Source: an optimization exercise on an open RTL-to-GDS flow (aim: small area and few clock cycles). Production flows keep margins and buffers that such runs may drop. Function was checked by simulation only, so behaviour that the tests miss may differ from the original. Power is estimated from default activity; no workload was simulated. The clock port is modelled as an ideal driver; clocking choices that lean on that would not hold on a real chip.

File: design.v
package wre_pkg;
  localparam int REG_W = 9;                    
  localparam int CW    = 8;                    
  localparam int TAP_W = 1;                    
endpackage
module wre_ram #(
  parameter int WIDTH = 8
) (
  input  logic             clk,
  input  logic [7:0]       len_m1,
  input  logic             we,
  input  logic             wtap,
  input  logic [WIDTH-1:0] wdata,
  input  logic             rtap,
  output logic [WIDTH-1:0] rdata
);
  localparam int BL = 128;
  logic             nblk;
  logic [6:0]       nfine;
  logic [WIDTH-1:0] head_r;
  logic [WIDTH-1:0] fine_in;
  logic [WIDTH-1:0] ftap [8];
  logic [WIDTH-1:0] blk_r [BL];
  assign nblk  = len_m1[7];
  assign nfine = len_m1[6:0];
  assign fine_in = (we && !wtap) ? wdata : head_r;
  assign ftap[7] = fine_in;
  for (genvar k = 6; k >= 0; k--) begin : g_fine
    localparam int LEN = 1 << k;
    logic [WIDTH-1:0] st_r [LEN];
    always_ff @(posedge clk) begin
      st_r[0] <= ftap[k+1];
      for (int i = 1; i < LEN; i++) st_r[i] <= st_r[i-1];
    end
    assign ftap[k] = nfine[k] ? st_r[LEN-1] : ftap[k+1];
  end
  always_ff @(posedge clk) begin
    blk_r[0] <= ftap[0];
    blk_r[1] <= (we && wtap) ? wdata : blk_r[0];
    for (int k = 2; k < BL; k++) blk_r[k] <= blk_r[k-1];
  end
  always_ff @(posedge clk) begin
    head_r <= nblk ? blk_r[BL-1] : ftap[0];
  end
  assign rdata = rtap ? blk_r[0] : head_r;
endmodule
import wre_pkg::*;
module wre_out_fifo
(
  input  logic             clk,
  input  logic             rst_n,
  input  logic             load,       
  input  logic             h_emit,
  input  logic             v_emit,
  input  logic             wall,
  input  logic [CW-1:0]    col,
  input  logic [CW-1:0]    row,
  input  logic [REG_W-1:0] h_len,
  input  logic [REG_W-1:0] v_len,
  output logic             room,       
  output logic             out_valid,
  input  logic             out_ready,
  output logic             out_is_vertical,
  output logic [REG_W-1:0] out_rect_x,
  output logic [REG_W-1:0] out_rect_y,
  output logic [REG_W-1:0] out_rect_width,
  output logic [REG_W-1:0] out_rect_height,
  output logic             out_last
);
  localparam int EW = 4 + 2 * CW + REG_W;
  logic          v0_r, v1_r;
  logic [EW-1:0] e0_r, e1_r;
  logic [EW-1:0] first, second;
  logic          pop, two;
  logic          put0, put1;
  assign pop = v0_r && out_ready;
  assign two = h_emit && v_emit;
  always_comb begin
    if (!v0_r || (!v1_r && pop)) room = 1'b1;
    else if (!v1_r || pop)       room = !two;
    else                         room = !(h_emit || v_emit);
  end
  assign first  = {!h_emit, !two, !h_emit || wall, h_emit || wall, col, row,
                   h_emit ? h_len : v_len};
  assign second = {1'b1, 1'b1, 1'b1, wall, col, row, v_len};
  assign put0 = load && (h_emit || v_emit) && (!v0_r || (pop && !v1_r));
  assign put1 = load && (h_emit || v_emit) && !put0;
  always_ff @(posedge clk) begin
    if (!rst_n) begin
      v0_r <= 1'b0;
      v1_r <= 1'b0;
    end else begin
      v0_r <= put0 || (v0_r && !pop) || v1_r;
      v1_r <= (put0 && two) || put1 || (v1_r && !pop);
    end
  end
  always_ff @(posedge clk) begin
    if (put0)             e0_r <= first;
    else if (pop && v1_r) e0_r <= e1_r;
    if (put0)             e1_r <= second;
    else if (put1)        e1_r <= first;
  end
  assign out_valid       = v0_r;
  assign out_is_vertical = e0_r[EW-1];
  assign out_last        = e0_r[EW-2];
  assign out_rect_x      = {1'b0, e0_r[REG_W+2*CW-1:REG_W+CW]} + REG_W'(e0_r[EW-3]);
  assign out_rect_y      = {1'b0, e0_r[REG_W+CW-1:REG_W]} + REG_W'(e0_r[EW-4]);
  assign out_rect_width  = e0_r[EW-1] ? REG_W'(1) : e0_r[REG_W-1:0];
  assign out_rect_height = e0_r[EW-1] ? e0_r[REG_W-1:0] : REG_W'(1);
endmodule
import wre_pkg::*;
module wall_run_extractor
#(
  parameter int MAX_WIDTH = 256
) (
  input  logic             clk,
  input  logic             rst_n,
  input  logic             in_valid,
  output logic             in_ready,
  input  logic             in_is_wall,
  output logic             out_valid,
  input  logic             out_ready,
  output logic             out_is_vertical,
  output logic [REG_W-1:0] out_rect_x,
  output logic [REG_W-1:0] out_rect_y,
  output logic [REG_W-1:0] out_rect_width,
  output logic [REG_W-1:0] out_rect_height,
  output logic             out_last,
  input  logic             cfg_we,
  input  logic [0:0]       cfg_index,
  input  logic [REG_W-1:0] cfg_wdata
);
  logic [CW-1:0]    w_m1_r, h_m1_r;
  logic [CW-1:0]    cfg_m1;
  logic [CW-1:0]    col_r, row_r;
  logic             row0_r;
  logic [CW-1:0]    rrun_r;
  logic             accept, last_col, last_row, wall;
  logic [CW-1:0]    dp_r;
  logic             hv_r, wbv_r;
  logic [CW-1:0]    hold_r, wb_r;
  logic             at_p, at_w, have_old;
  logic             ring_we;
  logic [TAP_W-1:0] ring_wtap;
  logic [CW-1:0]    ring_wdata, ring_rdata;
  logic [CW-1:0]    dp_dec;
  logic [CW-1:0]    v_old, v_new;
  logic [REG_W-1:0] h_len, v_len;
  logic             h_emit, v_emit;
  logic             room;
  assign cfg_m1 = (cfg_wdata == '0) ? '0 :
                  cfg_wdata[REG_W-1] ? {CW{1'b1}} : CW'(cfg_wdata - 9'd1);
  always_ff @(posedge clk) begin
    if (!rst_n) begin
      w_m1_r <= CW'(31);
      h_m1_r <= CW'(31);
    end else if (cfg_we) begin
      if (cfg_index == 1'b0) w_m1_r <= cfg_m1;
      else                   h_m1_r <= cfg_m1;
    end
  end
  assign at_p     = (dp_r[6:0] == 7'd0);
  assign dp_dec   = (dp_r == '0) ? w_m1_r : dp_r - CW'(1);
  assign at_w     = (dp_dec[6:0] == 7'd0);
  assign have_old = row0_r || hv_r || at_p;
  assign ring_we    = wbv_r ? at_w : at_p;
  assign ring_wtap  = wbv_r ? dp_dec[7] : dp_r[7];
  assign ring_wdata = wbv_r ? wb_r : accept ? v_new : ring_rdata;
  wre_ram #(
    .WIDTH (CW)
  ) u_col_ring (
    .clk    (clk),
    .len_m1 (w_m1_r),
    .we     (ring_we),
    .wtap   (ring_wtap),
    .wdata  (ring_wdata),
    .rtap   (dp_r[7]),
    .rdata  (ring_rdata)
  );
  assign in_ready = !wbv_r && have_old && room;
  assign accept   = in_valid && in_ready;
  assign wall     = in_is_wall;
  assign last_col = (col_r == w_m1_r);
  assign last_row = (row_r == h_m1_r);
  assign h_len  = {1'b0, rrun_r} + REG_W'(wall);
  assign h_emit = wall ? (last_col && (rrun_r[CW-1:1] != '0)) :
                         ((rrun_r[CW-1:2] != '0) || (rrun_r[1:0] == 2'd3));
  assign v_old  = row0_r ? '0 : hv_r ? hold_r : ring_rdata;
  assign v_len  = {1'b0, v_old} + REG_W'(wall);
  assign v_emit = wall ? (last_row && (v_old[CW-1:1] != '0)) :
                         ((v_old[CW-1:2] != '0) || (v_old[1:0] == 2'd3));
  assign v_new  = wall ? v_len[CW-1:0] : '0;
  always_ff @(posedge clk) begin
    if (!rst_n) begin
      col_r  <= '0;
      row_r  <= '0;
      row0_r <= 1'b1;
      rrun_r <= '0;
      dp_r   <= '0;
      hv_r   <= 1'b0;
      wbv_r  <= 1'b0;
    end else if (cfg_we) begin
      col_r  <= '0;
      row_r  <= '0;
      row0_r <= 1'b1;
      rrun_r <= '0;
      dp_r   <= '0;
      hv_r   <= 1'b0;
      wbv_r  <= 1'b0;
    end else begin
      if (accept) begin
        rrun_r <= (wall && !last_col) ? h_len[CW-1:0] : '0;
        if (last_col) begin
          col_r  <= '0;
          row_r  <= last_row ? '0 : row_r + CW'(1);
          row0_r <= last_row;
        end else begin
          col_r  <= col_r + CW'(1);
        end
        hv_r <= 1'b0;
      end else begin
        dp_r <= dp_dec;
        if (!hv_r && !row0_r && at_p) hv_r <= 1'b1;
      end
      if (accept && !at_p) begin
        wbv_r <= 1'b1;
      end else if (wbv_r && at_w) begin
        wbv_r <= 1'b0;
      end
    end
  end
  always_ff @(posedge clk) begin
    if (!hv_r && at_p) hold_r <= ring_rdata;
    if (accept && !at_p) wb_r <= v_new;
  end
  wre_out_fifo u_out (
    .clk             (clk),
    .rst_n           (rst_n),
    .load            (accept),
    .h_emit          (h_emit),
    .v_emit          (v_emit),
    .wall            (wall),
    .col             (col_r),
    .row             (row_r),
    .h_len           (h_len),
    .v_len           (v_len),
    .room            (room),
    .out_valid       (out_valid),
    .out_ready       (out_ready),
    .out_is_vertical (out_is_vertical),
    .out_rect_x      (out_rect_x),
    .out_rect_y      (out_rect_y),
    .out_rect_width  (out_rect_width),
    .out_rect_height (out_rect_height),
    .out_last        (out_last)
  );
endmodule
File: run.sh
#!/bin/bash
# synth_recipe.tcl (not shown) runs the flow's synth.tcl, then flattens the netlist and writes it again
# the make line also repeats each setting of config.mk as NAME=value (left out here)
make -C /OpenROAD-flow-scripts/flow DESIGN_CONFIG=/design/flow/config.mk WORK_HOME=/design/flow/orfs CLKGATE_MAP_FILE= SYNTH_SCRIPT=/design/flow/synth_recipe.tcl finish
File: config.mk
export PLATFORM = sky130hd
export DESIGN_NAME = wall_run_extractor
export DESIGN_NICKNAME = wall_run_extractor
export VERILOG_FILES = /design/flow/design.v
export SDC_FILE = /design/flow/constraint.sdc
export NUM_CORES = 4
export LEC_CHECK = 0
export CAP_MARGIN = 20
export CORE_MARGIN = 2
export CORE_UTILIZATION = 65
export CTS_BUF_LIST = sky130_fd_sc_hd__clkbuf_16
export CTS_CLUSTER_DIAMETER = 80
export CTS_CLUSTER_SIZE = 30
export SLEW_MARGIN = 20
File: constraint.sdc
create_clock -name core_clock -period 5.5 [get_ports {clk}]
set_input_delay 1.1000 -clock core_clock [delete_from_list [all_inputs] [get_ports {clk}]]
set_output_delay 1.1000 -clock core_clock [all_outputs]
set_load 0.01 [all_outputs]
==> impl_metrics.ini, run 1 <==
[logic_synthesis]
synth.top_cell.area_share_pct = 85.0
synth_edf_count = 71
synth-simple-area-share_pct = 4.30
ys_seq_elements = 2175
netlist-cell-type-count = 79
synth_top_family_by_area = simple AND/OR/NAND/NOR gates
synth.area.mux_share_pct = 1.03
async_reset_ff_share_pct = 0
synth_fp_nets = 3112
synthAdderAreaFrac_pct = 0.371
netlist_instances = 3083
synth.top_cells.by_area = dfxtp_1 (85%), edfxtp_1 (4.3%), nand2_1 (1.2%)
synth_xor_xnor_area_share_pct = 1.08
yosysTopAreaCell = dfxtp_1
ys_warn_count = 12
avgSynthCellArea_um2 = 16.1
ys.flop_type = dfxtp_1
ys_seq_area_share_pct = 89.3
synth_compound_area_share_pct = 3.06
synthesis.area_um2 = 49600

[global_routing]
grt_pass1_vias = 21400
grt_overflow = 0
grt_usage_pct = 20.8
grt_pass1_wl_um = 125000
grt_max_degree = 38
grt_antenna_before_repair = 5

[power]
pwr-share-seq_pct = 70.4
intPower_mw = 21.5
power.switching_mw = 5.85
switching_share_pct = 21.4
ir_drop_mv = 0.372
p_clk_share_pct = 27.1
fin_total_pwr_mw = 27.3
p_leak_nw = 21.4
p_comb_share_pct = 2.5
power_density_nw_per_um2 = 510

[critical_path]
cp_top_family = compound AO/OA/AOI/OAI gates
r2r-start = dp_r[0]$_SDFFE_PP0P_
crit_cells = 10
path_buf_inv = 3
max_stage_delay_ps = 620
r2r_end = col_r[1]$_SDFFE_PP0N_
path_cells = mux2i_2 > inv_1 > o211ai_2 > nand4b_1 > o32ai_4 > maj3_1 > o21ai_0 > a221oi_1 > buf_4 > clkdlybuf4s50_1
r2r_cells = 13
worstSetupStartpointType = register
startpoint = dp_r[7]$_SDFFE_PP0P_
critPathSlowestCell = dfxtp_2
path_class = register to output port
required_ps = 4400
path_max_fanout = 17
reg2reg_setup_slack_ps = 1340
critPathArrivalTime_ps = 4110
cp-end-kind = output port
endpoint = in_ready

[timing]
fin_skew_ps = 45.5
hold_violations = 0
worst_slack_ps = 285
finalCritPeriodShare_pct = 94.8
rsz0062_at_grt = no
max_freq_ghz = 0.192
tightest_slew_ps = 974
holdWs_ps = 316
tns_ps = 0
setup_viol = 0
max_slew_margin_pct = 34.8
layout_min_cycle_time_ps = 5210
slew_viol_final = 0

[drt]
wl_per_cell_um = 19.2
vias_per_cell = 4.85
drt_iter0_drc = 1192
drc_errors = 0
ant_nets = 0
drt_wl_total_um = 80000
num_vias = 20200
drt_pass1_iterations = 5

[place]
place.port_buffers = 55
place.gp.congestion = 0.864
placed_cell_area_um2 = 51200
post-place-ws_ps = 621
hpwl_um = 42800
post-place-cells = 4072

[die]
initial_utilization_pct = 65.5
rows = 101
die_area_um2 = 78500
core_um2 = 75700
die_h_um = 280
num_io_pins = 56
die_w_um = 280

[finish]
area_growth_pct = 8.08
layout-drive-gt1-share_pct = 5.42
layout.nets = 3209
stdcell_count = 4173
seqCellArea_um2 = 44300
multi_input_area_um2 = 4880
n_fill_cell = 4488
fin_util_pct = 70.8
final_common_cell = dfxtp_1
mostFrequentLayoutCells = dfxtp_1 (2103), nand2_1 (164), nor2_1 (118)
design_area_um2 = 53600

[clock_tree]
ctsHtreeMaxLevel = 3
cts_inserted_buffers = 84
clk_latency_ps = 690
ctsHoldBuffers = 0
clkTransAtPathRegs_ps = 100
cts-root-buf = clkbuf_16
cts_tree = built
clock_sinks = 2175
clockBufferDepth = 3

[run_status]
status = finished clean

[hold_path]
hp-start = u_col_ring.g_fine[5].st_r[4][2]$_DFF_P_
hp-class = register to register

[flow_run]
drv_cap = 0
-- cell usage after synthesis (all sizes together) (3+ instances only) --
cell,number
o31ai,25
buf,20
o31a,4
edfxtp,71
xnor2,38
o21ai,46
or3,7
nor2b,29
a221oi,4
clkbuf,44
or2,7
ha,13
nand2,165
nand3b,9
a21boi,5
a31oi,13
nor3,14
xor2,23
a21oi,72
nor3b,8
o211ai,17
nor2,121
and3,11
a22oi,9
and2,14
nand3,25
dfxtp,2104
nand2b,11
a211oi,3
nand4,13
inv,41
nor4,9
mux2,27
mux2i,20
o22ai,9
-- final cells by class --
cell class | count | area share (%)
clock inverter | 16 | 0.476
timing repair buffer | 75 | 1.31
inverter | 42 | 0.294
antenna | 1 | 0.00467
sequential | 2175 | 82.6
multi-input combinational | 802 | 9.11
clock buffer | 84 | 3.92
tap | 978 | 2.28
-- power by group through the flow --
stage / Clock [mW] / Sequential (mW) / Combinational [mW]
2_1_floorplan: 0 / 19.1 / 0.459
3_3_place_gp: 0 / 19.4 / 0.651
3_5_place_dp: 0 / 19.5 / 0.666
4_1_cts: 7.57 / 19.3 / 0.674
5_1_grt: 8.04 / 19.5 / 0.739
6_report: 7.41 / 19.3 / 0.671
-- layer usage --
layer  track usage (%)  up-vias  routed length, um
met2              34.3      296              37900
met3              2.81      141               2330
met1              28.6     9773              37300
li1                  -    10000                  -
met5                 0        -                  0
met4              6.94        0               2460
-- state kept, by name, indices dropped and copies added (netlist names), 29 cells and up --
signal	count
u_out.e1_r	29
u_out.e0_r	29
u_col_ring.blk_r	1024
u_col_ring.g_fine.st_r	1016
-- how the worst min path moves through the flow --
stage	to	slack, ps	cells after the start
2_1_floorplan	u_col_ring.blk_r[100][0]$_DFF_P_	310	0
3_3_place_gp	u_col_ring.g_fine[6].st_r[33][0]$_DFF_P_	310	0
3_5_place_dp	u_col_ring.blk_r[15][2]$_DFF_P_	310	0
4_1_cts	u_col_ring.g_fine[5].st_r[5][2]$_DFF_P_	320	0
5_1_grt	u_col_ring.g_fine[4].st_r[4][5]$_DFF_P_	320	0
6_report	u_col_ring.g_fine[5].st_r[5][2]$_DFF_P_	320	0
-- logic make-up (layout without fill, tap and decap cells) --
group                    after synthesis  in the layout
flip-flops                          2175           2175
AND/OR/NAND/NOR                      450            450
AO/OA/AOI/OAI                        229            229
buffers and inverters                106            217
XOR/XNOR                              61             61
multiplexers                          47             47
adder cells (fa/ha/maj)               15             15
other                                  0              1
-- what timing repair did --
action,4_1_cts,5_1_grt
setup endpoints to repair,1,0
setup buffers,0,0
resized for setup,1,0
Testbench counts, summed over its fixed seeds: cycles 298,801.
==> run 2, diff against run 1 <==
--- a/config.mk
+++ b/config.mk
@@ -8,5 +8,5 @@
 export CAP_MARGIN = 20
 export CORE_MARGIN = 2
-export CORE_UTILIZATION = 65
+export CORE_UTILIZATION = 40
 export CTS_BUF_LIST = sky130_fd_sc_hd__clkbuf_16
 export CTS_CLUSTER_DIAMETER = 80
==> impl_metrics.ini, run 2 <==
[run_status]
status = finished clean

[drt]
drc_errors = 0
wl_per_cell_um = 13.4
drt_pass1_iterations = 5
ant_nets = 0
num_vias = 19800
drt_wl_total_um = 64600
vias_per_cell = 4.09
drt_iter0_drc = 1248

[critical_path]
worstSetupStartpointType = register
critPathArrivalTime_ps = 4170
startpoint = dp_r[7]$_SDFFE_PP0P_
path_max_fanout = 17
required_ps = 4400
cp-end-kind = output port
path_class = register to output port
r2r-start = dp_r[0]$_SDFFE_PP0P_

[timing]
holdWs_ps = 315
finalCritPeriodShare_pct = 95.8
setup_viol = 0
hold_violations = 0
layout_min_cycle_time_ps = 5270
tightest_slew_ps = 972
slew_viol_final = 0
worst_slack_ps = 230
tns_ps = 0
rsz0062_at_grt = no
fin_skew_ps = 33.8
max_freq_ghz = 0.190
max_slew_margin_pct = 34.9

[clock_tree]
cts_tree = built
ctsHtreeMaxLevel = 3
clockBufferDepth = 3
clkTransAtPathRegs_ps = 110
post_cts_buffers = 0
clk_latency_ps = 680
cts_inserted_buffers = 83
clock_sinks = 2175
cts-root-buf = clkbuf_16

[finish]
n_fill_cell = 11000
top_regs = u_col_ring.blk_r x1024, u_col_ring.g_fine.st_r x1016
stdcell_count = 4834
multi_input_area_um2 = 4880
regMostFlops = u_col_ring.blk_r
final_common_cell = dfxtp_1
fin_util_pct = 44.1
area_growth_pct = 9.67
seqCellArea_um2 = 44300
largest_reg_flops = 1024
design_area_um2 = 54400
layout-drive-gt1-share_pct = 5.54
layout.nets = 3212
mostFrequentLayoutCells = dfxtp_1 (2102), nand2_1 (164), nor2_1 (118)

[die]
die_w_um = 356
num_io_pins = 56
die_h_um = 356
die_area_um2 = 127000
rows = 129
initial_utilization_pct = 40.2
core_um2 = 123000

[global_routing]
grt_pass1_vias = 18900
use_met1_pct = 16.0
grt_antenna_before_repair = 1
met3_usage_pct = 1.85
grt_pass1_wl_um = 104000
grt_use_met2_pct = 14.1
grt_usage_pct = 10.2
grt_max_degree = 38
busiest_layer = met1
grt_overflow = 0

[place]
post-place-ws_ps = 198
place.gp.congestion = 0.857
place.port_buffers = 55
placed_cell_area_um2 = 52100
hpwl_um = 38800
post-place-cells = 4735

[power]
ir_drop_mv = 0.360
fin_total_pwr_mw = 26.9
p_leak_nw = 21.4
power_density_nw_per_um2 = 495

[logic_synthesis]
ys_warn_count = 12
synth_fp_nets = 3112
synth.most_common_cell = dfxtp_1
avgSynthCellArea_um2 = 16.1
netlist_instances = 3083
synth.top_cells.by_area = dfxtp_1 (85%), edfxtp_1 (4.3%), nand2_1 (1.2%)
ys_seq_elements = 2175
yosysTopAreaCell = dfxtp_1
synthesis.area_um2 = 49600
async_reset_ff_share_pct = 0
ys_top_cells_by_count = dfxtp_1 (2104), nand2_1 (164), nor2_1 (119)
netlist-cell-type-count = 79
synth_edf_count = 71
ys.flop_type = dfxtp_1
synth.top_cell.area_share_pct = 85.0
ys_seq_area_share_pct = 89.3

[hold_path]
hp-class = register to register
hp-start = u_col_ring.g_fine[2].st_r[2][1]$_DFF_P_

[flow_run]
drv_cap = 0
[run 2: cell counts after synthesis]
Identical to the previous run, type by type.
[run 2: metal layers]
metal,routed length [um],vias to the layer above
li1,-,10000
met1,35500,9371
met2,25100,272
met3,2230,108
met4,1700,0
met5,0,-
[run 2: kinds of logic after synthesis]
| family | synth area share [%] |
|---|---|
| AND/OR/NAND/NOR | 4.30 |
| AO/OA/AOI/OAI | 3.06 |
| flip-flops | 89.3 |
| multiplexers | 1.03 |
| XOR/XNOR | 1.08 |
| adder cells (fa/ha/maj) | 0.371 |
| buffers and inverters | 0.891 |
[run 2: worst paths after layout]
kind                                             endpoint  slack, ps  cells past startpoint
hold / removal    u_col_ring.g_fine[2].st_r[3][1]$_DFF_P_        320                      0
setup / recovery                                 in_ready        230                     10
setup reg to reg           u_col_ring.blk_r[0][5]$_DFF_P_       1470                     13
hold reg to reg   u_col_ring.g_fine[2].st_r[3][1]$_DFF_P_        320                      0
[run 2: final cells by class]
type                       instances  share of cell area, %
clock inverter                    15                  0.384
multi-input combinational        802                   8.99
sequential                      2175                   81.4
timing repair buffer              79                   1.34
antenna                            1                0.00460
clock buffer                      83                   3.82
inverter                          42                  0.290
tap                             1637                   3.77
[run 2: worst max-delay path, stage by stage, from the launching register on]
cell             delay (ps)
dfxtp_2                 610
mux2i_2                 320
inv_1                   100
o211ai_2                280
nand4b_1                200
o32ai_4                 430
maj3_1                  230
o21ai_0                 100
a221oi_2                470
buf_4                   210
clkdlybuf4s50_1         530
[run 2: where the power goes]
part	switching (mW)	internal (mW)	leakage (nW)
Sequential	0.696	18.4	17.9
Clock	4.33	2.84	1.13
Combinational	0.415	0.244	2.35
Total	5.44	21.5	21.4
[run 2: repair_timing]
item                       in CTS  in global routing
resized for setup               1                  1
hold buffers                    0                  0
setup endpoints to repair       1                  1
pin swaps                       0                  0
hold endpoints to repair        0                  0
==> run 3, diff against run 2 <==
==> flow/run.sh (new file) <==
#!/bin/bash
# The standard layout (standard.sh), with two changes: the clock tree is
# built from clkbuf_16 leaf buffers of up to 30 flip-flops without dummy
# loads, and the port buffers are buf_1 cells.
set -euo pipefail
export CTS_ARGS="-sink_clustering_enable -repair_clock_nets -dont_use_dummy_load -buf_list sky130_fd_sc_hd__clkbuf_16 -sink_clustering_size 30 -sink_clustering_max_diameter 80"
export BUFFER_PORTS_ARGS="-buffer_cell sky130_fd_sc_hd__buf_1"
bash standard.sh > standard.log 2>&1
==> standard.sh (new file) <==
#!/bin/bash
# synth_recipe.tcl (not shown) runs the flow's synth.tcl, then flattens the netlist and writes it again
# the make line also repeats each setting of config.mk as NAME=value (left out here)
make -C /OpenROAD-flow-scripts/flow DESIGN_CONFIG=/design/flow/config.mk WORK_HOME=/design/flow/orfs CLKGATE_MAP_FILE= SYNTH_SCRIPT=/design/flow/synth_recipe.tcl "${@:-finish}"
removed: run.sh
==> impl_metrics.ini, run 3 <==
[run_status]
status = finished clean

[logic_synthesis]
synth_edf_count = 71
avgSynthCellArea_um2 = 16.1
synth.top_cell.area_share_pct = 85.0
netlist_instances = 3083
ys.flop_type = dfxtp_1
synth_fp_nets = 3112
ys_warn_count = 12
ys_seq_area_share_pct = 89.3
ys_top_cells_by_count = dfxtp_1 (2104), nand2_1 (164), nor2_1 (119)
ys_seq_elements = 2175
yosysTopAreaCell = dfxtp_1
async_reset_ff_share_pct = 0
netlist-cell-type-count = 79
synth.most_common_cell = dfxtp_1
synthesis.area_um2 = 49600
synth.top_cells.by_area = dfxtp_1 (85%), edfxtp_1 (4.3%), nand2_1 (1.2%)

[finish]
multi_input_area_um2 = 4880
final_common_cell = dfxtp_1
antennaDiodeCount = 0
mostFrequentLayoutCells = dfxtp_1 (2104), nand2_1 (164), nor2_1 (118)
largest_reg_flops = 1024
top_regs = u_col_ring.blk_r x1024, u_col_ring.g_fine.st_r x1016
regMostFlops = u_col_ring.blk_r
area_growth_pct = 8.57
layout.nets = 3210
fin_util_pct = 43.6
n_fill_cell = 11000
layout-drive-gt1-share_pct = 5.10
seqCellArea_um2 = 44300

[clock_tree]
clkTransAtPathRegs_ps = 110
cts_tree = built
ctsHoldBuffers = 0
clk_latency_ps = 640
cts_inserted_buffers = 84
clockBufferDepth = 3
clock_sinks = 2175
cts_resized = 0
post_cts_buffers = 0
ctsHtreeMaxLevel = 3
cts-root-buf = clkbuf_16

[critical_path]
r2r-start = dp_r[7]$_SDFFE_PP0P_
crit_cells = 10
required_ps = 4400
cp-end-kind = output port
r2r_cells = 12
r2r_end = u_out.e0_r[4]$_DFFE_PP_
worstSetupStartpointType = register
path_max_fanout = 17
path_cells = mux2i_2 > inv_1 > o211ai_2 > nand4b_1 > o32ai_4 > maj3_1 > o21ai_0 > a221oi_1 > buf_4 > buf_1
cp_top_family = compound AO/OA/AOI/OAI gates
reg2reg_setup_slack_ps = 1040
critPathArrivalTime_ps = 4130
endpoint = in_ready
critPathSlowestCell = dfxtp_1
startpoint = dp_r[7]$_SDFFE_PP0P_
max_stage_delay_ps = 850
path_class = register to output port
path_buf_inv = 3

[die]
die_area_um2 = 127000
rows = 129
initial_utilization_pct = 40.2
die_h_um = 356
core_um2 = 123000
num_io_pins = 56
die_w_um = 356

[global_routing]
grt_use_met2_pct = 14.4
busiest_layer = met1
grt_pass1_wl_um = 104000
grt_usage_pct = 10.3
grt_antenna_before_repair = 2
met3_usage_pct = 1.91
use_met1_pct = 15.9
grt_pass1_vias = 18900
grt_max_degree = 38
grt_overflow = 0

[drt]
drt_iter0_drc = 1239
drt_pass1_iterations = 5
wl_per_cell_um = 13.6
drc_errors = 0
drt_wl_total_um = 65600
ant_nets = 0
num_vias = 19800
vias_per_cell = 4.12

[timing]
max_slew_margin_pct = 36.8
worst_slack_ps = 268
rsz0062_at_grt = no
tns_ps = 0
max_freq_ghz = 0.191
tightest_slew_ps = 944
slew_viol_final = 0
finalCritPeriodShare_pct = 95.1
hold_violations = 0
layout_min_cycle_time_ps = 5230
fin_skew_ps = 85.5
setup_viol = 0

[power]
power_density_nw_per_um2 = 496
p_leak_nw = 21.1
ir_drop_mv = 0.350
fin_total_pwr_mw = 26.7

[place]
place.gp.congestion = 0.860
hpwl_um = 39600
post-place-ws_ps = 972
place.port_buffers = 55

[flow_run]
drv_cap = 0

[hold_path]
hp-class = register to register
-- run 3: cell counts after synthesis --
No cell type changed its count.
-- run 3: metrics by stage --
step / area [um^2] / instances / hold WS [ps]
after floorplan: 49600 / 3083 / 310
after global placement: 51700 / 4732 / 310
after detailed placement: 51700 / 4732 / 312
after CTS: 53800 / 4816 / 240
after global routing: 53800 / 4816 / 238
final: 53800 / 4816 / 243
-- run 3: cell type report --
cell class	instances	area share [%]
clock buffer	84	3.91
inverter	42	0.293
multi-input combinational	802	9.07
sequential	2175	82.2
tap	1637	3.81
timing repair buffer	76	0.700
-- run 3: cell families after synthesis --
group | count (synthesis) | share of synthesized area (%)
adder cells (fa/ha/maj) | 15 | 0.371
XOR/XNOR | 61 | 1.08
flip-flops | 2175 | 89.3
buffers and inverters | 106 | 0.891
multiplexers | 47 | 1.03
AND/OR/NAND/NOR | 450 | 4.30
AO/OA/AOI/OAI | 229 | 3.06
-- run 3: worst min path at each step --
stage,slack (ps),cells after the start,startpoint,to
floorplan,310,0,u_col_ring.blk_r[99][0]$_DFF_P_,u_col_ring.blk_r[100][0]$_DFF_P_
global placement,310,0,u_col_ring.g_fine[6].st_r[62][7]$_DFF_P_,u_col_ring.g_fine[6].st_r[63][7]$_DFF_P_
detailed placement,310,0,u_col_ring.blk_r[24][5]$_DFF_P_,u_col_ring.blk_r[25][5]$_DFF_P_
CTS,240,0,u_col_ring.g_fine[6].st_r[27][6]$_DFF_P_,u_col_ring.g_fine[6].st_r[28][6]$_DFF_P_
global route,240,0,u_col_ring.g_fine[6].st_r[27][6]$_DFF_P_,u_col_ring.g_fine[6].st_r[28][6]$_DFF_P_
finish,240,0,u_col_ring.g_fine[6].st_r[27][6]$_DFF_P_,u_col_ring.g_fine[6].st_r[28][6]$_DFF_P_
-- run 3: metal layers --
metal | vias up | routed length (um)
met2 | 288 | 25800
met3 | 104 | 2630
li1 | 10000 | -
met1 | 9422 | 35500
met4 | 0 | 1690
met5 | - | 0
-- run 3: power by group --
part / internal [mW] / switching [mW]
sequential: 18.4 / 0.699
clock: 2.76 / 4.19
combinational: 0.240 / 0.426
==> run 4, diff against run 3 <==
==> flow/run.sh (replaced) <==
#!/bin/bash
# The standard layout (standard.sh), with two changes: the clock tree is
# built from clkbuf_16 leaf buffers of up to 30 flip-flops without dummy
# loads, and the port buffers are buf_1 cells.
set -euo pipefail
export CTS_ARGS="-sink_clustering_enable -repair_clock_nets -dont_use_dummy_load -buf_list sky130_fd_sc_hd__clkbuf_8 -root_buf sky130_fd_sc_hd__clkbuf_16 -sink_clustering_size 20 -sink_clustering_max_diameter 60"
export BUFFER_PORTS_ARGS="-buffer_cell sky130_fd_sc_hd__buf_1"
bash standard.sh > standard.log 2>&1
==> impl_metrics.ini, run 4 <==
[die]
num_io_pins = 56
die_h_um = 356
die_area_um2 = 127000
initial_utilization_pct = 40.2
core_um2 = 123000
rows = 129
die_w_um = 356

[timing]
finalCritPeriodShare_pct = 95.4
setup_viol = 0
max_freq_ghz = 0.191
slew_viol_final = 0
fin_skew_ps = 54.7
rsz0062_at_grt = no
tns_ps = 0
hold_violations = 0
tightest_slew_ps = 950
max_slew_margin_pct = 36.4
layout_min_cycle_time_ps = 5250

[logic_synthesis]
synth.top_cell.area_share_pct = 85.0
synth.top_cells.by_area = dfxtp_1 (85%), edfxtp_1 (4.3%), nand2_1 (1.2%)
avgSynthCellArea_um2 = 16.1
synth.most_common_cell = dfxtp_1
async_reset_ff_share_pct = 0
synthesis.area_um2 = 49600
ys_seq_area_share_pct = 89.3
ys_top_cells_by_count = dfxtp_1 (2104), nand2_1 (164), nor2_1 (119)
synth_edf_count = 71
netlist_instances = 3083
ys_seq_elements = 2175
netlist-cell-type-count = 79
ys_warn_count = 12
ys.flop_type = dfxtp_1
yosysTopAreaCell = dfxtp_1
synth_fp_nets = 3112

[global_routing]
grt_overflow = 0
grt_pass1_wl_um = 105000
grt_usage_pct = 10.4
grt_pass1_vias = 19200
grt_antenna_before_repair = 1
grt_max_degree = 38

[place]
hpwl_um = 39600
place.gp.congestion = 0.860
placed_cell_area_um2 = 51700
place.port_buffers = 55

[critical_path]
reg2reg_setup_slack_ps = 1040
cp-end-kind = output port
endpoint = in_ready
required_ps = 4400
worstSetupStartpointType = register
r2r-start = dp_r[7]$_SDFFE_PP0P_
r2r_end = u_out.e0_r[5]$_DFFE_PP_
path_class = register to output port
path_max_fanout = 17
critPathArrivalTime_ps = 4150
crit_cells = 10
r2r_cells = 12
startpoint = dp_r[7]$_SDFFE_PP0P_
path_cells = mux2i_2 > inv_1 > o211ai_2 > nand4b_1 > o32ai_4 > maj3_1 > o21ai_0 > a221oi_1 > buf_4 > buf_1
max_stage_delay_ps = 850
critPathSlowestCell = dfxtp_1
path_buf_inv = 3
cp_top_family = compound AO/OA/AOI/OAI gates

[clock_tree]
clkTransAtPathRegs_ps = 110
ctsHtreeMaxLevel = 3
ctsHoldBuffers = 0
cts_inserted_buffers = 121
cts_resized = 0
clk_latency_ps = 660
post_cts_buffers = 0
clock_sinks = 2175
cts_tree = built
cts-root-buf = clkbuf_16
clockBufferDepth = 3

[finish]
layout-drive-gt1-share_pct = 6.19
largest_reg_flops = 1024
layout.nets = 3247
area_growth_pct = 7.90
multi_input_area_um2 = 4880
design_area_um2 = 53500
n_fill_cell = 11000
seqCellArea_um2 = 44300
top_regs = u_col_ring.blk_r x1024, u_col_ring.g_fine.st_r x1016
final_common_cell = dfxtp_1
mostFrequentLayoutCells = dfxtp_1 (2104), nand2_1 (164), nor2_1 (118)
regMostFlops = u_col_ring.blk_r

[drt]
drt_iter0_drc = 1252
num_vias = 20000
ant_nets = 0
drt_wl_total_um = 65700
drt_pass1_iterations = 5
drc_errors = 0
vias_per_cell = 4.12
wl_per_cell_um = 13.5

[hold_path]
hp-class = register to register
hp-start = u_col_ring.g_fine[2].st_r[0][5]$_DFF_P_

[power]
power_density_nw_per_um2 = 487
ir_drop_mv = 0.297
p_leak_nw = 21.0

[run_status]
status = finished clean

[flow_run]
drv_cap = 0
==> run 4: area by class of cell <==
class / instances / area share [%]
diodes: 1 / 0.00468
repair buffers: 76 / 0.704
flip-flops and latches: 2175 / 82.7
well taps: 1637 / 3.83
multi-input cells: 802 / 9.13
inverters: 42 / 0.295
clock buffers: 121 / 3.30
==> run 4: layer usage <==
| layer | vias up | global-route usage, % | wire (um) |
|---|---|---|---|
| li1 | 10100 | - | - |
| met1 | 9463 | 15.9 | 35100 |
| met2 | 311 | 14.4 | 25800 |
| met3 | 140 | 2.07 | 2820 |
| met4 | 0 | 3.72 | 1940 |
| met5 | - | 0 | 0 |
==> run 4: how the worst min path moves through the flow <==
stage	end	slack, ps	cells past startpoint
floorplan	u_col_ring.blk_r[100][0]$_DFF_P_	310	0
global placement	u_col_ring.g_fine[6].st_r[63][7]$_DFF_P_	310	0
detailed placement	u_col_ring.blk_r[25][5]$_DFF_P_	310	0
CTS	u_col_ring.g_fine[2].st_r[1][5]$_DFF_P_	300	0
global route	u_col_ring.g_fine[6].st_r[54][6]$_DFF_P_	300	0
finish	u_col_ring.g_fine[2].st_r[1][5]$_DFF_P_	300	0
==> run 4: cells by family (layout without fill, tap and decap cells) <==
kind of cell	count (synthesis)	after routing	share of synthesized area, %
adders and majority gates	15	15	0.371
buffers and inverters	106	239	0.891
AOI/OAI and AO/OA	229	229	3.06
xor gates and xnor gates	61	61	1.08
DFF	2175	2175	89.3
other	0	1	0
muxes	47	47	1.03
and+or+nand+nor	450	450	4.30
==> run 4: report_power, final <==
part	internal, mW	switching [mW]
clock network	2.15	4.15
logic	0.240	0.424
registers	18.4	0.698
==> run 4: through the flow <==
stage / hold slack, ps / power, mW / instances / setup slack [ps] / utilization (%)
6_report: 296 / 26.0 / 4854 / 253 / 43.4
3_3_place_gp: 310 / 20.1 / 4732 / 1030 / 41.9
2_1_floorplan: 310 / 19.5 / 3083 / 374 / -
4_1_cts: 300 / 26.4 / 4853 / 260 / 43.4
5_1_grt: 303 / 27.2 / 4853 / 55.0 / 43.4
3_5_place_dp: 312 / 20.1 / 4732 / 972 / 41.9
==> run 5, diff against run 4 <==
--- a/design.v
+++ b/design.v
@@ -68,5 +68,5 @@
   output logic             out_last
 );
-  localparam int EW = 4 + 2 * CW + REG_W;
+  localparam int EW = 3 + 2 * CW + REG_W;
   logic          v0_r, v1_r;
   logic [EW-1:0] e0_r, e1_r;
@@ -81,7 +81,6 @@
     else                         room = !(h_emit || v_emit);
   end
-  assign first  = {!h_emit, !two, !h_emit || wall, h_emit || wall, col, row,
-                   h_emit ? h_len : v_len};
-  assign second = {1'b1, 1'b1, 1'b1, wall, col, row, v_len};
+  assign first  = {!h_emit, !two, wall, col, row, h_emit ? h_len : v_len};
+  assign second = {1'b1, 1'b1, wall, col, row, v_len};
   assign put0 = load && (h_emit || v_emit) && (!v0_r || (pop && !v1_r));
   assign put1 = load && (h_emit || v_emit) && !put0;
@@ -104,6 +103,8 @@
   assign out_is_vertical = e0_r[EW-1];
   assign out_last        = e0_r[EW-2];
-  assign out_rect_x      = {1'b0, e0_r[REG_W+2*CW-1:REG_W+CW]} + REG_W'(e0_r[EW-3]);
-  assign out_rect_y      = {1'b0, e0_r[REG_W+CW-1:REG_W]} + REG_W'(e0_r[EW-4]);
+  assign out_rect_x      = {1'b0, e0_r[REG_W+2*CW-1:REG_W+CW]}
+                           + REG_W'(e0_r[EW-1] || e0_r[EW-3]);
+  assign out_rect_y      = {1'b0, e0_r[REG_W+CW-1:REG_W]}
+                           + REG_W'(!e0_r[EW-1] || e0_r[EW-3]);
   assign out_rect_width  = e0_r[EW-1] ? REG_W'(1) : e0_r[REG_W-1:0];
   assign out_rect_height = e0_r[EW-1] ? e0_r[REG_W-1:0] : REG_W'(1);
@@ -134,5 +135,5 @@
   logic [CW-1:0]    cfg_m1;
   logic [CW-1:0]    col_r, row_r;
-  logic             row0_r;
+  logic             row0;
   logic [CW-1:0]    rrun_r;
   logic             accept, last_col, last_row, wall;
@@ -163,5 +164,5 @@
   assign dp_dec   = (dp_r == '0) ? w_m1_r : dp_r - CW'(1);
   assign at_w     = (dp_dec[6:0] == 7'd0);
-  assign have_old = row0_r || hv_r || at_p;
+  assign have_old = row0 || hv_r || at_p;
   assign ring_we    = wbv_r ? at_w : at_p;
   assign ring_wtap  = wbv_r ? dp_dec[7] : dp_r[7];
@@ -183,8 +184,9 @@
   assign last_col = (col_r == w_m1_r);
   assign last_row = (row_r == h_m1_r);
+  assign row0     = (row_r == '0);
   assign h_len  = {1'b0, rrun_r} + REG_W'(wall);
   assign h_emit = wall ? (last_col && (rrun_r[CW-1:1] != '0)) :
                          ((rrun_r[CW-1:2] != '0) || (rrun_r[1:0] == 2'd3));
-  assign v_old  = row0_r ? '0 : hv_r ? hold_r : ring_rdata;
+  assign v_old  = row0 ? '0 : hv_r ? hold_r : ring_rdata;
   assign v_len  = {1'b0, v_old} + REG_W'(wall);
   assign v_emit = wall ? (last_row && (v_old[CW-1:1] != '0)) :
@@ -195,5 +197,4 @@
       col_r  <= '0;
       row_r  <= '0;
-      row0_r <= 1'b1;
       rrun_r <= '0;
       dp_r   <= '0;
@@ -203,5 +204,4 @@
       col_r  <= '0;
       row_r  <= '0;
-      row0_r <= 1'b1;
       rrun_r <= '0;
       dp_r   <= '0;
@@ -214,5 +214,4 @@
           col_r  <= '0;
           row_r  <= last_row ? '0 : row_r + CW'(1);
-          row0_r <= last_row;
         end else begin
           col_r  <= col_r + CW'(1);
@@ -221,5 +220,5 @@
       end else begin
         dp_r <= dp_dec;
-        if (!hv_r && !row0_r && at_p) hv_r <= 1'b1;
+        if (!hv_r && !row0 && at_p) hv_r <= 1'b1;
       end
       if (accept && !at_p) begin
==> impl_metrics.ini, run 5 <==
[run_status]
status = finished clean

[place]
place.port_buffers = 55
place.gp.congestion = 0.803
post-place-ws_ps = 1380
hpwl_um = 34600

[critical_path]
max_stage_delay_ps = 840
cp-end-kind = output port
r2r_cells = 12
crit_top_cell = o21a_1
critPathSlowestCell = dfxtp_1
worstSetupStartpointType = register
critPathArrivalTime_ps = 3350
path_class = register to output port
path_max_fanout = 17
required_ps = 4400
path_cells = mux2_2 > mux2i_1 > and4_1 > a221o_2 > o21a_1 > o21a_1 > buf_1

[clock_tree]
ctsHtreeMaxLevel = 4
clkTransAtPathRegs_ps = 100
cts-root-buf = clkbuf_16
clk_latency_ps = 690
cts_inserted_buffers = 131
cts_resized = 0
clockBufferDepth = 3
ctsHoldBuffers = 0
cts_tree = built
clock_sinks = 2172
post_cts_buffers = 0

[timing]
finalCritPeriodShare_pct = 80.9
tightest_slew_ps = 880
worst_slack_ps = 1050
rsz0062_at_grt = no
setup_viol = 0
max_freq_ghz = 0.225
holdWs_ps = 273
tns_ps = 0
layout_min_cycle_time_ps = 4450
max_slew_margin_pct = 41.1
fin_skew_ps = 90.1
hold_violations = 0
slew_viol_final = 0

[power]
p_clk_share_pct = 24.1
power.switching_mw = 5.33
intPower_mw = 21.1
p_comb_share_pct = 2.7
ir_drop_mv = 0.264
power_density_nw_per_um2 = 496
switching_share_pct = 20.2
pwr-share-seq_pct = 73.2
p_leak_nw = 21.1

[drt]
drt_iter0_drc = 1011
ant_nets = 0
drt_wl_total_um = 60600
drt_pass1_iterations = 4
wl_per_cell_um = 12.7
drc_errors = 0
vias_per_cell = 4.08
num_vias = 19500

[logic_synthesis]
netlist_instances = 3007
ys_seq_elements = 2172
synth.top_cell.area_share_pct = 85.2
yosysTopAreaCell = dfxtp_1
ys_warn_count = 12
synthesis.area_um2 = 49400
ys_top_cells_by_count = dfxtp_1 (2102), nand2_1 (141), nor2_1 (95)
ys_seq_area_share_pct = 89.5
synth_edf_count = 70
ys.flop_type = dfxtp_1
synth.top_cells.by_area = dfxtp_1 (85%), edfxtp_1 (4.3%), nand2_1 (1.1%)
avgSynthCellArea_um2 = 16.4
async_reset_ff_share_pct = 0
synth_fp_nets = 3037
netlist-cell-type-count = 80
synth.most_common_cell = dfxtp_1

[hold_path]
hp-class = register to register
hold_depth = 0

[global_routing]
grt_antenna_before_repair = 1
grt_pass1_wl_um = 98500
grt_max_degree = 35
grt_pass1_vias = 18500
grt_usage_pct = 9.68
grt_overflow = 0

[die]
die_w_um = 355
core_um2 = 122000
initial_utilization_pct = 40.4
die_area_um2 = 126000
num_io_pins = 56
die_h_um = 355
rows = 128

[finish]
area_growth_pct = 7.98
final_common_cell = dfxtp_1
layout.nets = 3183
mostFrequentLayoutCells = dfxtp_1 (2102), nand2_1 (141), clkbuf_8 (130)
top_regs = u_col_ring.blk_r x1024, u_col_ring.g_fine.st_r x1016
layout-drive-gt1-share_pct = 7.20
largest_reg_flops = 1024
n_fill_cell = 10800
regMostFlops = u_col_ring.blk_r

[flow_run]
drv_cap = 0
run 5: changes by cell type after synthesis, sizes merged, moves of 14 or more:
| cell | before | now |
|---|---|---|
| o31ai | 25 | 8 |
| mux2 | 27 | 48 |
| nor2 | 121 | 95 |
| xnor2 | 38 | 24 |
| nand2 | 165 | 141 |
| inv | 41 | 27 |
run 5: stage by stage:
stage	cells	cell area (um^2)	utilization [%]	power, mW
after floorplan	3007	49400	-	19.9
after global placement	4645	51500	42.1	20.4
after detailed placement	4645	51500	42.1	20.4
after CTS	4776	53300	43.6	26.8
after global routing	4777	53300	43.6	27.7
final	4777	53300	43.6	26.4
run 5: per-layer routing:
| metal | vias to the layer above | track usage [%] | wire, um |
|---|---|---|---|
| li1 | 9892 | - | - |
| met1 | 9147 | 14.7 | 32900 |
| met2 | 326 | 12.9 | 23100 |
| met3 | 142 | 2.42 | 2650 |
| met4 | 0 | 4.14 | 1870 |
| met5 | - | 0 | 0 |
run 5: cell type report:
| class | count | area [um^2] | area share [%] |
|---|---|---|---|
| timing repair buffer | 70 | 319 | 0.598 |
| tap | 1625 | 2030 | 3.81 |
| clock buffer | 131 | 1810 | 3.40 |
| sequential | 2172 | 44200 | 82.9 |
| multi-input combinational | 749 | 4860 | 9.11 |
| inverter | 29 | 109 | 0.204 |
| antenna | 1 | 2.50 | 0.00469 |
run 5: path summary, 6_finish.rpt:
path / start / to / slack [ps]
hold reg to reg: u_col_ring.blk_r[67][5]$_DFF_P_ / u_col_ring.blk_r[68][5]$_DFF_P_ / 270
setup reg to reg: row_r[0]$_SDFFE_PP0P_ / u_out.e0_r[9]$_DFFE_PP_ / 1400
hold / removal: u_col_ring.blk_r[67][5]$_DFF_P_ / u_col_ring.blk_r[68][5]$_DFF_P_ / 270
setup / recovery: dp_r[7]$_SDFFE_PP0P_ / in_ready / 1050
run 5: kinds of logic (layout without fill, tap and decap cells):
logic type / count (synthesis) / after routing / synth area share, %
compound gates: 219 / 219 / 3.01
xor+xnor: 57 / 57 / 1.01
fa+ha+maj: 14 / 14 / 0.355
buf+inv: 86 / 230 / 0.745
flops: 2172 / 2172 / 89.5
mux: 73 / 73 / 1.66
other cells: 0 / 1 / 0
simple gates: 386 / 386 / 3.74
run 5: power by group through the flow:
| stage | sequential (mW) | combinational [mW] | clock, mW |
|---|---|---|---|
| 2_1_floorplan | 19.3 | 0.556 | 0 |
| 3_3_place_gp | 19.7 | 0.700 | 0 |
| 3_5_place_dp | 19.7 | 0.716 | 0 |
| 4_1_cts | 19.4 | 0.720 | 6.70 |
| 5_1_grt | 19.6 | 0.797 | 7.24 |
| 6_report | 19.3 | 0.717 | 6.36 |
run 5: worst max-delay path: cells and delay by family (launching register included):
family / cells / cell delay [ps]
and+or+nand+nor: 1 / 260
muxes: 2 / 780
AOI/OAI and AO/OA: 3 / 660
DFF: 1 / 840
buffers and inverters: 1 / 160
Testbench counts of run 5, summed over its fixed seeds: cycles 298,801.
==> run 6, diff against run 5 <==
--- a/design.v
+++ b/design.v
@@ -140,5 +140,5 @@
   logic [CW-1:0]    dp_r;
   logic             hv_r, wbv_r;
-  logic [CW-1:0]    hold_r, wb_r;
+  logic [CW-1:0]    hold_r;
   logic             at_p, at_w, have_old;
   logic             ring_we;
@@ -165,7 +165,7 @@
   assign at_w     = (dp_dec[6:0] == 7'd0);
   assign have_old = row0 || hv_r || at_p;
-  assign ring_we    = wbv_r ? at_w : at_p;
+  assign ring_we    = wbv_r ? at_w : (at_p && accept);
   assign ring_wtap  = wbv_r ? dp_dec[7] : dp_r[7];
-  assign ring_wdata = wbv_r ? wb_r : accept ? v_new : ring_rdata;
+  assign ring_wdata = wbv_r ? hold_r : v_new;
   wre_ram #(
     .WIDTH (CW)
@@ -230,6 +230,6 @@
   end
   always_ff @(posedge clk) begin
-    if (!hv_r && at_p) hold_r <= ring_rdata;
-    if (accept && !at_p) wb_r <= v_new;
+    if (accept && !at_p)    hold_r <= v_new;
+    else if (!hv_r && at_p) hold_r <= ring_rdata;
   end
   wre_out_fifo u_out (
==> flow/run.sh (replaced) <==
#!/bin/bash
# The standard layout (standard.sh) with two changes: the clock tree is built
# from clkbuf_8 buffers (clkbuf_16 at the root) driving clusters of up to 20
# flip-flops, without dummy loads; and the port buffers are buf_1 cells.
# standard.sh's output goes to standard.log, each ORFS step's to orfs/logs/.
set -euo pipefail
export CTS_ARGS="-sink_clustering_enable -repair_clock_nets -dont_use_dummy_load -buf_list sky130_fd_sc_hd__clkbuf_8 -root_buf sky130_fd_sc_hd__clkbuf_16 -sink_clustering_size 20 -sink_clustering_max_diameter 60"
export BUFFER_PORTS_ARGS="-buffer_cell sky130_fd_sc_hd__buf_1"
bash standard.sh > standard.log 2>&1
--- a/config.mk
+++ b/config.mk
@@ -8,7 +8,4 @@
 export CAP_MARGIN = 20
 export CORE_MARGIN = 2
-export CORE_UTILIZATION = 40
-export CTS_BUF_LIST = sky130_fd_sc_hd__clkbuf_16
-export CTS_CLUSTER_DIAMETER = 80
-export CTS_CLUSTER_SIZE = 30
+export CORE_UTILIZATION = 60
 export SLEW_MARGIN = 20
==> impl_metrics.ini, run 6 <==
[clock_tree]
ctsHoldBuffers = 0
cts_inserted_buffers = 131
cts-root-buf = clkbuf_16
clk_latency_ps = 660
cts_tree = built
post_cts_buffers = 0
clockBufferDepth = 3
clkTransAtPathRegs_ps = 110
ctsHtreeMaxLevel = 4
cts_resized = 0
clock_sinks = 2164

[drt]
drc_errors = 0
num_vias = 19400
ant_nets = 0
drt_pass1_iterations = 5
wl_met3_um = 2280
wl_per_cell_um = 15.3
routed.top_layer = met4
vias_per_cell = 4.63
wl_met2_um = 27500
drt_wl_total_um = 64000
drt_iter0_drc = 870
wirelength_met1_um = 32300

[die]
core_um2 = 80700
die_w_um = 290
die_h_um = 290
initial_utilization_pct = 60.8
die_area_um2 = 84000
num_io_pins = 56
rows = 104

[power]
p_clk_share_pct = 24.1
ir_drop_mv = 0.374
power.switching_mw = 5.26
p_leak_nw = 21.0
intPower_mw = 20.8
power_density_nw_per_um2 = 499
switching_share_pct = 20.2
p_comb_share_pct = 2.6
pwr-share-seq_pct = 73.3

[run_status]
status = finished clean

[critical_path]
r2r-start = row_r[0]$_SDFFE_PP0P_
required_ps = 4400
path_cells = mux2_2 > mux2i_1 > and4_1 > a221o_1 > a21boi_0 > o21a_1 > nor3_1 > buf_1
path_class = register to output port
endpoint = in_ready
cp_top_family = multiplexers
cp-end-kind = output port
max_stage_delay_ps = 830
critPathArrivalTime_ps = 3910
worstSetupStartpointType = register
crit_cells = 8
startpoint = dp_r[7]$_SDFFE_PP0P_
path_buf_inv = 1
path_max_fanout = 16
r2r_cells = 16
reg2reg_setup_slack_ps = 1160
r2r_end = u_col_ring.head_r[6]$_DFF_P_
critPathSlowestCell = dfxtp_1

[finish]
layout.nets = 3158
layout-drive-gt1-share_pct = 7.65
regMostFlops = u_col_ring.blk_r
largest_reg_flops = 1024
top_regs = u_col_ring.blk_r x1024, u_col_ring.g_fine.st_r x1016
final_common_cell = dfxtp_1
antennaDiodeCount = 0
fin_util_pct = 64.8
mostFrequentLayoutCells = dfxtp_1 (2102), clkbuf_8 (130), nand2_1 (126)
area_growth_pct = 6.57
n_fill_cell = 5747

[timing]
layout_min_cycle_time_ps = 5010
slew_viol_final = 0
worst_slack_ps = 487
setup_viol = 0
max_slew_margin_pct = 23.0
holdWs_ps = 260
rsz0062_at_grt = no
fin_skew_ps = 108
tns_ps = 0
max_freq_ghz = 0.199
finalCritPeriodShare_pct = 91.2
tightest_slew_ps = 1140
hold_violations = 0

[logic_synthesis]
ys.flop_type = dfxtp_1
yosysTopAreaCell = dfxtp_1
synthesis.area_um2 = 49000
avgSynthCellArea_um2 = 16.4
ys_seq_area_share_pct = 89.6
ys_top_cells_by_count = dfxtp_1 (2102), nand2_1 (126), nor2_1 (79)
ys_seq_elements = 2164
synth.top_cell.area_share_pct = 85.8
netlist-cell-type-count = 74
ys_warn_count = 12
async_reset_ff_share_pct = 0
netlist_instances = 2985
synth.most_common_cell = dfxtp_1
synth_fp_nets = 3015
synth_edf_count = 62
synth.top_cells.by_area = dfxtp_1 (86%), edfxtp_1 (3.8%), mux2_2 (1.1%)

[global_routing]
grt_usage_pct = 15.6
grt_pass1_vias = 19800
grt_pass1_wl_um = 105000
grt_antenna_before_repair = 1
grt_max_degree = 44
grt_overflow = 0

[place]
post-place-ws_ps = 821
place.port_buffers = 55
hpwl_um = 38500
place.gp.congestion = 0.825

[flow_run]
drv_cap = 0

[hold_path]
hp-start = u_col_ring.g_fine[5].st_r[0][3]$_DFF_P_
hp-class = register to register
run 6: per-layer routing:
layer / global-route usage, % / vias up
met2: 23.7 / 299
met4: 6.03 / 0
li1: - / 9784
met3: 3.33 / 138
met5: 0 / -
met1: 22.2 / 9160
run 6: area by class of cell:
cell class,instances,area (um^2),area share [%]
well taps,1060,1330,2.54
flip-flops and latches,2164,43900,84.1
multi-input cells,722,4700,8.99
clock buffers,131,1810,3.47
inverters,40,150,0.287
repair buffers,69,312,0.596
run 6: cell families after synthesis:
kind of cell | count (synthesis) | share of synthesized area, %
flops | 2164 | 89.6
simple gates | 368 | 3.61
compound gates | 213 | 3.01
buf+inv | 99 | 0.794
mux | 70 | 1.56
xor+xnor | 57 | 1.02
fa+ha+maj | 14 | 0.357
run 6: worst min path at each step:
stage	end	depth (start not counted)
after floorplan	u_col_ring.blk_r[100][0]$_DFF_P_	0
after global placement	u_col_ring.g_fine[5].st_r[14][4]$_DFF_P_	0
after detailed placement	u_col_ring.blk_r[73][7]$_DFF_P_	0
after CTS	u_col_ring.g_fine[5].st_r[1][3]$_DFF_P_	0
after global routing	u_col_ring.blk_r[111][6]$_DFF_P_	0
final	u_col_ring.g_fine[5].st_r[1][3]$_DFF_P_	0
run 6: per-stage QoR:
| stage | power [mW] | instances | instance area (um^2) |
|---|---|---|---|
| floorplan | 19.6 | 2985 | 49000 |
| global placement | 20.1 | 4054 | 50400 |
| detailed placement | 20.2 | 4055 | 50400 |
| CTS | 26.4 | 4186 | 52200 |
| global route | 27.3 | 4186 | 52200 |
| finish | 26.1 | 4186 | 52200 |
run 6: power by group through the flow:
stage	clock, mW	combinational (mW)	sequential, mW
after floorplan	0	0.506	19.1
after global placement	0	0.668	19.5
after detailed placement	0	0.686	19.5
after CTS	6.54	0.691	19.2
after global routing	7.11	0.763	19.4
final	6.28	0.688	19.1
Testbench counts of run 6, summed over its fixed seeds: cycles 298,801.
==> run 7, diff against run 6 <==
--- a/config.mk
+++ b/config.mk
@@ -8,4 +8,4 @@
 export CAP_MARGIN = 20
 export CORE_MARGIN = 2
-export CORE_UTILIZATION = 60
+export CORE_UTILIZATION = 70
 export SLEW_MARGIN = 20
==> impl_metrics.ini, run 7 <==
[clock_tree]
ctsHtreeMaxLevel = 4
cts-root-buf = clkbuf_16
clockBufferDepth = 3
post_cts_buffers = 0
cts_tree = built
clkTransAtPathRegs_ps = 110
ctsHoldBuffers = 0
cts_resized = 0
cts_inserted_buffers = 130
clock_sinks = 2164
clk_latency_ps = 680

[timing]
fin_skew_ps = 107
hold_violations = 0
layout_min_cycle_time_ps = 4790
finalCritPeriodShare_pct = 87.1
setup_viol = 0
holdWs_ps = 273
tightest_slew_ps = 1040
max_slew_margin_pct = 30.3
slew_viol_final = 0
tns_ps = 0
max_freq_ghz = 0.209
rsz0062_at_grt = no

[die]
die_w_um = 269
num_io_pins = 56
die_h_um = 269
die_area_um2 = 72200
core_um2 = 69700
rows = 97
initial_utilization_pct = 70.4

[logic_synthesis]
netlist-cell-type-count = 74
ys_top_cells_by_count = dfxtp_1 (2102), nand2_1 (126), nor2_1 (79)
async_reset_ff_share_pct = 0
synth_edf_count = 62
synth.top_cell.area_share_pct = 85.8
netlist_instances = 2985
ys_seq_area_share_pct = 89.6
ys_seq_elements = 2164
synthesis.area_um2 = 49000
yosysTopAreaCell = dfxtp_1
synth_fp_nets = 3015
ys.flop_type = dfxtp_1
synth.top_cells.by_area = dfxtp_1 (86%), edfxtp_1 (3.8%), mux2_2 (1.1%)
avgSynthCellArea_um2 = 16.4
synth.most_common_cell = dfxtp_1
ys_warn_count = 12

[global_routing]
grt_antenna_before_repair = 7
grt_pass1_wl_um = 118000
grt_usage_pct = 21.7
grt_overflow = 0
grt_max_degree = 44
grt_pass1_vias = 20900

[finish]
n_fill_cell = 3709
fin_util_pct = 74.8
mostFrequentLayoutCells = dfxtp_1 (2102), clkbuf_8 (129), nand2_1 (126)
layout-drive-gt1-share_pct = 7.62
layout.nets = 3157
final_common_cell = dfxtp_1
largest_reg_flops = 1024
multi_input_area_um2 = 4700
regMostFlops = u_col_ring.blk_r
top_regs = u_col_ring.blk_r x1024, u_col_ring.g_fine.st_r x1016
stdcell_count = 4067
seqCellArea_um2 = 43900
area_growth_pct = 6.29

[critical_path]
critPathSlowestCell = dfxtp_1
path_class = register to output port
path_max_fanout = 16
critPathArrivalTime_ps = 3690
path_cells = mux2_2 > mux2i_1 > and4_1 > a221o_1 > a21boi_0 > o21a_1 > nor3_1 > buf_1
max_stage_delay_ps = 740
path_buf_inv = 1
cp-end-kind = output port
worstSetupStartpointType = register
reg2reg_setup_slack_ps = 1170
required_ps = 4400
cp_top_family = multiplexers

[drt]
drt_wl_total_um = 76000
vias_per_cell = 4.89
drt_iter0_drc = 1119
ant_nets = 0
drc_errors = 0
wl_per_cell_um = 18.7
drt_pass1_iterations = 5
num_vias = 19900

[place]
place.gp.congestion = 0.812
post-place-cells = 3934
place.port_buffers = 55
hpwl_um = 42800

[power]
power.switching_mw = 5.64
intPower_mw = 20.8
fin_total_pwr_mw = 26.5
switching_share_pct = 21.3
p_clk_share_pct = 24.4
pwr-share-seq_pct = 73.0
p_leak_nw = 21.0
power_density_nw_per_um2 = 508
p_comb_share_pct = 2.7
ir_drop_mv = 0.371

[hold_path]
hp-class = register to register

[flow_run]
drv_cap = 0

[run_status]
status = finished clean
## run 7: cell count changes in the layout (fill, tap and decap cells not counted), sizes merged
cell,change
clkbuf,-1
diode,+2
## run 7: path summary, 6_finish.rpt
path                              startpoint                         endpoint  cells past startpoint
max                     dp_r[7]$_SDFFE_PP0P_                         in_ready                      8
min          u_col_ring.blk_r[65][2]$_DFF_P_  u_col_ring.blk_r[66][2]$_DFF_P_                      0
max reg2reg           w_m1_r[2]$_SDFFE_PN1P_              hold_r[1]$_DFFE_PP_                      9
min reg2reg  u_col_ring.blk_r[65][2]$_DFF_P_  u_col_ring.blk_r[66][2]$_DFF_P_                      0
## run 7: kinds of logic after synthesis
kind of cell / Yosys count / synth area share [%]
compound gates: 213 / 3.01
xor+xnor: 57 / 1.02
fa+ha+maj: 14 / 0.357
buf+inv: 99 / 0.794
flops: 2164 / 89.6
mux: 70 / 1.56
simple gates: 368 / 3.61
## run 7: power by group through the flow
stage	Clock (mW)	Sequential (mW)	Combinational [mW]
final	6.46	19.3	0.703
after global routing	7.10	19.5	0.766
after CTS	6.63	19.4	0.701
after detailed placement	0	19.6	0.684
after global placement	0	19.4	0.636
after floorplan	0	19.1	0.506
## run 7: stage by stage
step	cell area [um^2]	worst slack, ps
floorplan	49000	1250
global placement	50300	1290
detailed placement	50300	1190
CTS	52100	612
global route	52100	361
finish	52100	709
## run 7: routing by layer
metal  share of wire [%]  GRT usage [%]  up-vias
li1                    -              -     9792
met1                  45           29.0     9592
met2                  48           35.8      350
met3                 3.7           4.20      144
met4                 2.7           7.87        4
met5               0.036              0        -
## run 7: final cells by class
cell class                      instances  share of cell area (%)
Antenna cell                            2                 0.00961
Clock buffer                          130                    3.46
Inverter                               40                   0.288
Multi-Input combinational cell        722                    9.01
Sequential cell                      2164                    84.3
Tap cell                              940                    2.26
Timing Repair Buffer                   69                   0.636
==> run 8, diff against run 7 <==
--- a/config.mk
+++ b/config.mk
@@ -8,4 +8,4 @@
 export CAP_MARGIN = 20
 export CORE_MARGIN = 2
-export CORE_UTILIZATION = 70
+export CORE_UTILIZATION = 40
 export SLEW_MARGIN = 20
==> impl_metrics.ini, run 8 <==
[die]
rows = 128
core_um2 = 122000
num_io_pins = 56
die_h_um = 354
die_area_um2 = 125000
initial_utilization_pct = 40.3
die_w_um = 354

[finish]
area_growth_pct = 8.09
seqCellArea_um2 = 43900
layout-drive-gt1-share_pct = 7.73
largest_reg_flops = 1024
top_regs = u_col_ring.blk_r x1024, u_col_ring.g_fine.st_r x1016
stdcell_count = 4758
n_fill_cell = 10800
mostFrequentLayoutCells = dfxtp_1 (2102), clkbuf_8 (131), nand2_1 (126)
layout.nets = 3161
regMostFlops = u_col_ring.blk_r
final_common_cell = dfxtp_1
multi_input_area_um2 = 4700

[drt]
drt_wl_total_um = 59800
drt_pass1_iterations = 4
drc_errors = 0
ant_nets = 0
drt_iter0_drc = 950
num_vias = 19100
vias_per_cell = 4.02
wl_per_cell_um = 12.6

[clock_tree]
cts_tree = built
clockBufferDepth = 3
ctsHtreeMaxLevel = 4
clkTransAtPathRegs_ps = 110
post_cts_buffers = 0
ctsHoldBuffers = 0
cts-root-buf = clkbuf_16
clock_sinks = 2164
clk_latency_ps = 710
cts_inserted_buffers = 132
cts_resized = 0

[timing]
fin_skew_ps = 99.8
tns_ps = 0
tightest_slew_ps = 1010
rsz0062_at_grt = no
max_slew_margin_pct = 32.2
layout_min_cycle_time_ps = 4910
finalCritPeriodShare_pct = 89.2
setup_viol = 0
hold_violations = 0
slew_viol_final = 0
max_freq_ghz = 0.204

[logic_synthesis]
netlist-cell-type-count = 74
ys.flop_type = dfxtp_1
ys_warn_count = 12
ys_top_cells_by_count = dfxtp_1 (2102), nand2_1 (126), nor2_1 (79)
synth.most_common_cell = dfxtp_1
synth_fp_nets = 3015
synthesis.area_um2 = 49000
yosysTopAreaCell = dfxtp_1
ys_seq_area_share_pct = 89.6
avgSynthCellArea_um2 = 16.4
netlist_instances = 2985
synth_edf_count = 62
ys_seq_elements = 2164
synth.top_cell.area_share_pct = 85.8
synth.top_cells.by_area = dfxtp_1 (86%), edfxtp_1 (3.8%), mux2_2 (1.1%)
async_reset_ff_share_pct = 0

[global_routing]
grt_usage_pct = 9.64
grt_antenna_before_repair = 2
grt_max_degree = 44
grt_pass1_wl_um = 97800
grt_overflow = 0
grt_pass1_vias = 18800

[power]
power.switching_mw = 5.29
intPower_mw = 20.8
power_density_nw_per_um2 = 493
ir_drop_mv = 0.326
p_clk_share_pct = 24.4
pwr-share-seq_pct = 73.1
p_leak_nw = 21.0
p_comb_share_pct = 2.5
switching_share_pct = 20.2

[critical_path]
required_ps = 4400
critPathArrivalTime_ps = 3810
path_buf_inv = 1
path_cells = mux2_2 > mux2i_1 > and4_1 > a221o_1 > a21boi_0 > o21a_1 > nor3_1 > buf_1
cp-end-kind = output port
worstSetupStartpointType = register
max_stage_delay_ps = 780
path_class = register to output port
critPathSlowestCell = dfxtp_1
cp_top_family = multiplexers
path_max_fanout = 16

[place]
hpwl_um = 34300
post-place-cells = 4622
place.port_buffers = 55
place.gp.congestion = 0.801

[run_status]
status = finished clean

[flow_run]
drv_cap = 0

[hold_path]
hp-class = register to register
==> run 8: cell counts after synthesis <==
Identical to the previous run, type by type.
==> run 8: power groups by stage <==
| stage | registers, mW | logic, mW | clock network, mW |
|---|---|---|---|
| after global placement | 19.4 | 0.648 | 0 |
| final | 19.1 | 0.661 | 6.37 |
| after detailed placement | 19.5 | 0.662 | 0 |
| after CTS | 19.2 | 0.667 | 6.70 |
| after global routing | 19.4 | 0.747 | 7.25 |
| after floorplan | 19.1 | 0.506 | 0 |
==> run 8: logic make-up after synthesis <==
kind of cell	share of synthesized area [%]
AOI/OAI and AO/OA	3.01
xor gates and xnor gates	1.02
adders and majority gates	0.357
buffers and inverters	0.794
DFF	89.6
muxes	1.56
and+or+nand+nor	3.61
==> run 8: path summary, 6_finish.rpt <==
| check | end | depth (start not counted) | startpoint | slack (ps) |
|---|---|---|---|---|
| max | in_ready | 8 | dp_r[7]$_SDFFE_PP0P_ | 590 |
| min | u_col_ring.g_fine[6].st_r[12][6]$_DFF_P_ | 0 | u_col_ring.g_fine[6].st_r[11][6]$_DFF_P_ | 250 |
| max reg2reg | u_out.e1_r[16]$_DFFE_PP_ | 8 | dp_r[7]$_SDFFE_PP0P_ | 1280 |
| min reg2reg | u_col_ring.g_fine[6].st_r[12][6]$_DFF_P_ | 0 | u_col_ring.g_fine[6].st_r[11][6]$_DFF_P_ | 250 |
==> run 8: final cells by class <==
type	instances	share of cell area, %
antenna	4	0.0189
tap	1625	3.84
clock buffer	132	3.45
sequential	2164	82.9
multi-input combinational	722	8.86
timing repair buffer	71	0.616
inverter	40	0.283
==> run 8: metal layers <==
metal  global-route usage, %  vias up  wire length [um]
met5                       0        -                 0
met4                    3.68        0              1580
met3                    2.64      138              2710
met2                    13.1      268             22800
met1                    14.4     8892             32700
li1                        -     9806                 -
==> run 8: worst reg2reg max path, stage by stage (launching register included) <==
cell	delay, ps
dfxtp_1	780
mux2i_1	220
mux2_2	350
o311a_1	360
a221o_1	490
a211oi_1	300
o21ai_1	120
nand3_1	250
clkinv_1	830
==> run 8: stage by stage <==
stage / util (%) / setup WS (ps) / area [um^2] / hold WS [ps] / power, mW
floorplan: - / 1250 / 49000 / 310 / 19.6
global placement: 42.0 / 1000 / 51100 / 310 / 20.1
detailed placement: 42.0 / 948 / 51100 / 312 / 20.1
CTS: 43.5 / 568 / 53000 / 248 / 26.5
global route: 43.5 / 383 / 53000 / 252 / 27.4
finish: 43.5 / 593 / 53000 / 254 / 26.1

## re-timing with driven ports
No port has a modelled driver above. Below, the same layouts with a new extraction and two added sets of constraints.
Step 1: set_driving_cell puts a clkbuf_16 on clk and a buf_2 on each other input, an assumption about the parent block.
Step 2 adds t to the input delays and takes it off the output delays; t is the mean of the earliest and latest rising clock arrival at the registers after step 1. Input paths then give back, and output paths get back, about the clock's delay inside the block.
Slacks: ideal ports / drivers / drivers and shift; pairs: ideal ports / drivers.
run | t, ns | setup WS [ns] | latest minus earliest clock arrival (ns) | worst slew at a driven data input, ns
run 1 | 0.732 | 0.285 / 0.216 / 0.573 | 0.047 / 0.047 | 0.10
run 2 | 0.728 | 0.230 / 0.162 / 0.344 | 0.038 / 0.038 | 0.06
run 3 | 0.691 | 0.268 / 0.200 / 0.891 | 0.134 / 0.134 | 0.09
run 4 | 0.694 | 0.253 / 0.185 / 0.878 | 0.079 / 0.079 | 0.08
run 5 | 0.716 | 1.050 / 0.981 / 1.385 | 0.093 / 0.093 | 0.09
run 6 | 0.693 | 0.487 / 0.424 / 0.752 | 0.151 / 0.150 | 0.07
run 7 | 0.704 | 0.709 / 0.642 / 0.974 | 0.135 / 0.135 | 0.06
run 8 | 0.713 | 0.593 / 0.535 / 0.767 | 0.129 / 0.129 | 0.08
After both steps setup and hold are still met in every run listed.
